Source: an optimization exercise on an open RTL-to-GDS flow (aim: small area). Production flows keep margins and buffers that such runs may drop.
The RTL was checked by simulation tests, not by an equivalence proof against the original design.
The flow treats the clock pin as an ideal source, which a real chip does not have.

## run A
==> flow/design.v <==
`timescale 1ns/100ps
module cpu_top
(
    input  logic        clk,
    input  logic        reset,
    input  logic [15:0] mem_rdata,
    output logic [15:0] mem_addr,
    output logic        mem_we,
    output logic [15:0] mem_wdata,
    output logic        halted
);
    localparam logic [2:0] S_INIT = 3'd0, S_EXEC = 3'd1, S_JMP2 = 3'd2,
                           S_LOAD2 = 3'd3, S_ST2 = 3'd4, S_HALT = 3'd5;
    logic [3:0]  ph;
    logic [2:0]  st;
    logic [2:0]  st_nx;
    logic [15:0] r0, r1, r2, r3, r4, r5, r6, r7;
    logic [15:0] pc;
    logic [15:0] mar;
    logic [11:0] ir;
    logic        z, c, pcc;
    wire ph0   = (ph == 4'd0);
    wire ph1   = (ph == 4'd1);
    wire fetch = (st == S_EXEC) && ph0;
    wire [11:0] ins = fetch ? mem_rdata[15:4] : ir;
    wire [5:0]  op  = ins[11:6];
    wire [2:0]  rx  = ins[5:3];
    wire [2:0]  ry  = ins[2:0];
    wire [7:0] heads = {r7[0], r6[0], r5[0], r4[0], r3[0], r2[0], r1[0], r0[0]};
    wire a = heads[rx];
    wire b = heads[ry];
    wire is_halt = (op == 6'd0);
    wire is_not  = (op == 6'd4);
    wire is_inc  = (op == 6'd5);
    wire is_dec  = (op == 6'd6);
    wire is_and  = (op == 6'd7);
    wire is_or   = (op == 6'd8);
    wire is_xor  = (op == 6'd9);
    wire is_add  = (op == 6'd10);
    wire is_sub  = (op == 6'd12);
    wire is_cmp  = (op == 6'd16);
    wire is_jmp  = (op == 6'd23);
    wire is_jz   = (op == 6'd24);
    wire is_jnz  = (op == 6'd25);
    wire is_mov  = (op == 6'd32);
    wire is_ld   = (op == 6'd33);
    wire is_ldi  = (op == 6'd35);
    wire is_st   = (op == 6'd37);
    wire alu_wr = is_not | is_inc | is_dec | is_and | is_or | is_xor | is_add | is_sub;
    wire flag   = alu_wr | is_cmp;
    wire taken  = is_jmp | (is_jz & z) | (is_jnz & ~z);
    wire skip2  = (is_jz & ~z) | (is_jnz & z);
    wire bb   = is_inc ? 1'b0 : is_dec ? 1'b1 : (is_sub | is_cmp) ? ~b : b;
    wire cin  = ph0 ? (is_inc | is_sub | is_cmp) : c;
    wire sum  = a ^ bb ^ cin;
    wire cout = (a & bb) | (a & cin) | (bb & cin);
    wire res  = is_not ? ~a : is_and ? (a & b) : is_or ? (a | b) : is_xor ? (a ^ b) :
                is_mov ? b : sum;
    wire two     = (st == S_EXEC) & skip2;
    wire pc_cin  = ph0 ? ~two : (pcc | (ph1 & two));
    wire pc_new  = pc[0] ^ pc_cin;
    wire d = ph0 ? mem_rdata[0] : mar[0];
    logic       pc_in, mar_in, mar_pload, wd, wen, wall;
    logic [2:0] widx;
    logic       z_nx;
    always_comb begin
        pc_in     = pc[0];
        mar_in    = mar[0];
        mar_pload = 1'b0;
        wd        = 1'b0;
        wen       = 1'b0;
        wall      = 1'b0;
        widx      = rx;
        z_nx      = z;
        st_nx     = st;
        case (st)
            S_INIT: begin
                pc_in  = 1'b0;
                mar_in = 1'b0;
                wall   = 1'b1;
                z_nx   = 1'b0;
                st_nx  = S_EXEC;
            end
            S_EXEC: begin
                if (is_st) begin
                    pc_in  = b;
                    mar_in = a;
                    wen    = 1'b1;
                    widx   = ry;
                    wd     = pc_new;
                end else if (is_ld) begin
                    mar_in = b;
                end else begin
                    pc_in  = pc_new;
                    mar_in = pc_new;
                    if (alu_wr | is_mov) begin
                        wen = 1'b1;
                        wd  = res;
                    end
                    if (flag)
                        z_nx = (ph0 | z) & ~res;
                end
                if (is_halt)
                    st_nx = S_HALT;
                else if (is_st)
                    st_nx = S_ST2;
                else if (is_ld | is_ldi)
                    st_nx = S_LOAD2;
                else if (taken)
                    st_nx = S_JMP2;
                else
                    st_nx = S_EXEC;
            end
            S_JMP2: begin
                mar_pload = ph0;
                pc_in     = d;
                mar_in    = d;
                st_nx     = S_EXEC;
            end
            S_LOAD2: begin
                mar_pload = ph0;
                pc_in     = pc_new;
                mar_in    = pc_new;
                wen       = 1'b1;
                wd        = d;
                st_nx     = S_EXEC;
            end
            S_ST2: begin
                pc_in  = b;
                mar_in = b;
                wen    = 1'b1;
                widx   = ry;
                wd     = pc[0];
                st_nx  = S_EXEC;
            end
            default: begin
                st_nx = S_HALT;
            end
        endcase
    end
    wire [7:0] we = {8{wall}} | ({8{wen}} & (8'd1 << widx));
    always_ff @(posedge clk or posedge reset) begin
        if (reset) begin
            ph <= 4'd0;
            st <= S_INIT;
        end else begin
            ph <= ph + 4'd1;
            if (ph == 4'd15)
                st <= st_nx;
        end
    end
    always_ff @(posedge clk) begin
        r0  <= {we[0] ? wd : r0[0], r0[15:1]};
        r1  <= {we[1] ? wd : r1[0], r1[15:1]};
        r2  <= {we[2] ? wd : r2[0], r2[15:1]};
        r3  <= {we[3] ? wd : r3[0], r3[15:1]};
        r4  <= {we[4] ? wd : r4[0], r4[15:1]};
        r5  <= {we[5] ? wd : r5[0], r5[15:1]};
        r6  <= {we[6] ? wd : r6[0], r6[15:1]};
        r7  <= {we[7] ? wd : r7[0], r7[15:1]};
        pc  <= {pc_in, pc[15:1]};
        mar <= {mar_in, mar_pload ? mem_rdata[15:1] : mar[15:1]};
        if (fetch)
            ir <= mem_rdata[15:4];
        z   <= z_nx;
        c   <= cout;
        pcc <= pc[0] & pc_cin;
    end
    assign mem_addr  = mar;
    assign mem_wdata = pc;
    assign mem_we    = (st == S_ST2) && ph0;
    assign halted    = (st == S_HALT);
endmodule
Settings: LEC_CHECK=0, ABC_AREA=1, CAP_MARGIN=20, CORE_MARGIN=2, CORE_UTILIZATION=40, SLEW_MARGIN=20; clock period 8.0 ns.
standard.sh (not shown) runs the stock make flow with config.mk's settings and CLKGATE_MAP_FILE= SYNTH_SCRIPT=/design/flow/synth_recipe.tcl, a recipe that flattens the netlist after the stock synthesis.
==> flow/flow/run.sh <==
#!/bin/bash
# The standard layout (standard.sh) with three changes:
#  - synthesis maps the logic with an area-oriented ABC script (flow/area.abc);
#    everything else in the synthesis script is synth_recipe.tcl unchanged;
#  - port buffers are buf_1 and the clock tree is built from clkbuf_4 without
#    dummy loads; flow/post_cts.tcl upsizes the leaf clock buffers whose
#    flip-flops would see a slow clock edge.
# Each tool's output is in the ORFS logs under orfs/logs; make's own output
# goes to standard.log here.
set -euo pipefail
W=$PWD
{ head -n 1 synth_recipe.tcl
  echo "proc abc {args} { set i [lsearch \$args -script]; if {\$i >= 0} { lset args [expr {\$i + 1}] $W/flow/area.abc }; yosys abc {*}\$args }"
  tail -n +2 synth_recipe.tcl; } > my_synth.tcl
sed "s#$W/synth_recipe.tcl#$W/my_synth.tcl#g" standard.sh > my_standard.sh
grep -q my_synth.tcl my_standard.sh
export BUFFER_PORTS_ARGS="-buffer_cell sky130_fd_sc_hd__buf_1"
export CTS_ARGS="-sink_clustering_enable -repair_clock_nets -dont_use_dummy_load -buf_list {sky130_fd_sc_hd__clkbuf_4}"
export POST_CTS_TCL="$W/flow/post_cts.tcl"
bash my_standard.sh > standard.log 2>&1
==> flow/flow/area.abc <==
strash
ifraig
dc2
strash
dch -f
amap
==> flow/flow/post_cts.tcl <==
# Upsize the leaf clock buffers whose flip-flops would see too slow a clock
# edge, then legalize the placement again.
estimate_parasitics -placement
set upsized 0
foreach inst [get_cells -filter "ref_name == sky130_fd_sc_hd__clkbuf_4"] {
  set o [get_pins -of_objects $inst -filter "direction == output"]
  set n [get_nets -of_objects $o]
  set mx 0
  foreach p [get_pins -of_objects $n -filter "direction == input"] {
    if {[get_property $p name] ne "CLK"} { continue }
    set s [get_property $p slew_max]
    if {$s > $mx} { set mx $s }
  }
  if {$mx > 0.116} {
    replace_cell $inst sky130_fd_sc_hd__clkbuf_8
    incr upsized
  }
}
puts "post_cts: upsized $upsized clock buffers"
if {$upsized > 0} {
  detailed_placement
  check_placement -verbose
}
Input-level comparison between run B and run A:
--- a/flow/design.v
+++ b/flow/design.v
@@ -22,4 +22,5 @@
     wire ph0   = (ph == 4'd0);
     wire ph1   = (ph == 4'd1);
+    wire ph15  = (ph == 4'd8);
     wire fetch = (st == S_EXEC) && ph0;
     wire [11:0] ins = fetch ? mem_rdata[15:4] : ir;
@@ -55,6 +56,8 @@
     wire sum  = a ^ bb ^ cin;
     wire cout = (a & bb) | (a & cin) | (bb & cin);
-    wire res  = is_not ? ~a : is_and ? (a & b) : is_or ? (a | b) : is_xor ? (a ^ b) :
-                is_mov ? b : sum;
+    wire [3:0] tt = is_not ? 4'b0011 : is_and ? 4'b1000 : is_or ? 4'b1110 :
+                    is_xor ? 4'b0110 : 4'b1010;
+    wire lop  = is_not | is_and | is_or | is_xor | is_mov;
+    wire res  = lop ? tt[{a, b}] : sum;
     wire two     = (st == S_EXEC) & skip2;
     wire pc_cin  = ph0 ? ~two : (pcc | (ph1 & two));
@@ -145,6 +148,6 @@
             st <= S_INIT;
         end else begin
-            ph <= ph + 4'd1;
-            if (ph == 4'd15)
+            ph <= {ph[2:0], ph[3] ^ ph[2] ^ (ph[2:0] == 3'b000)};
+            if (ph15)
                 st <= st_nx;
         end
[summary]
- Run B: no failed stages, no open violations at the end
- Diff run A -> run B: register-to-register slack climbed 0.14 ns; routed wire length dropped 3.9%; final area dropped 78 um^2; via count dropped 1.2%.
- Taking run A as the reference point, the layout overhead on the synthesized area of run B falls by 0.25 points.
- The final reports for run B and run A show footprint of the multi-input gates lower in the former.

[separate check: timing with driven ports]
No port has a modelled driver above. Below, the same layouts with a new extraction and two added sets of constraints. Step 1 assumes that a clkbuf_16 drives the clock port and a buf_2 every other input. Step 2 adds t to the input delays and takes it off the output delays; t is the mean of the earliest and latest rising clock arrival at the registers after step 1. Input paths then give back, and output paths get back, about the clock's delay inside the block. a / b / c = ideal ports / drivers / drivers and shift; a / b = the first two.
run	t, ns	setup WS [ns]	hold slack, ns	worst setup path after step 2	worst data-port slew with drivers (ns)
run A	0.566	1.642 / 1.642 / 1.642	0.302 / 0.302 / 0.302	register to register	0.04
run B	0.555	1.779 / 1.779 / 1.779	0.303 / 0.303 / 0.303	register to register	0.04
After both steps every run listed still meets setup and hold.
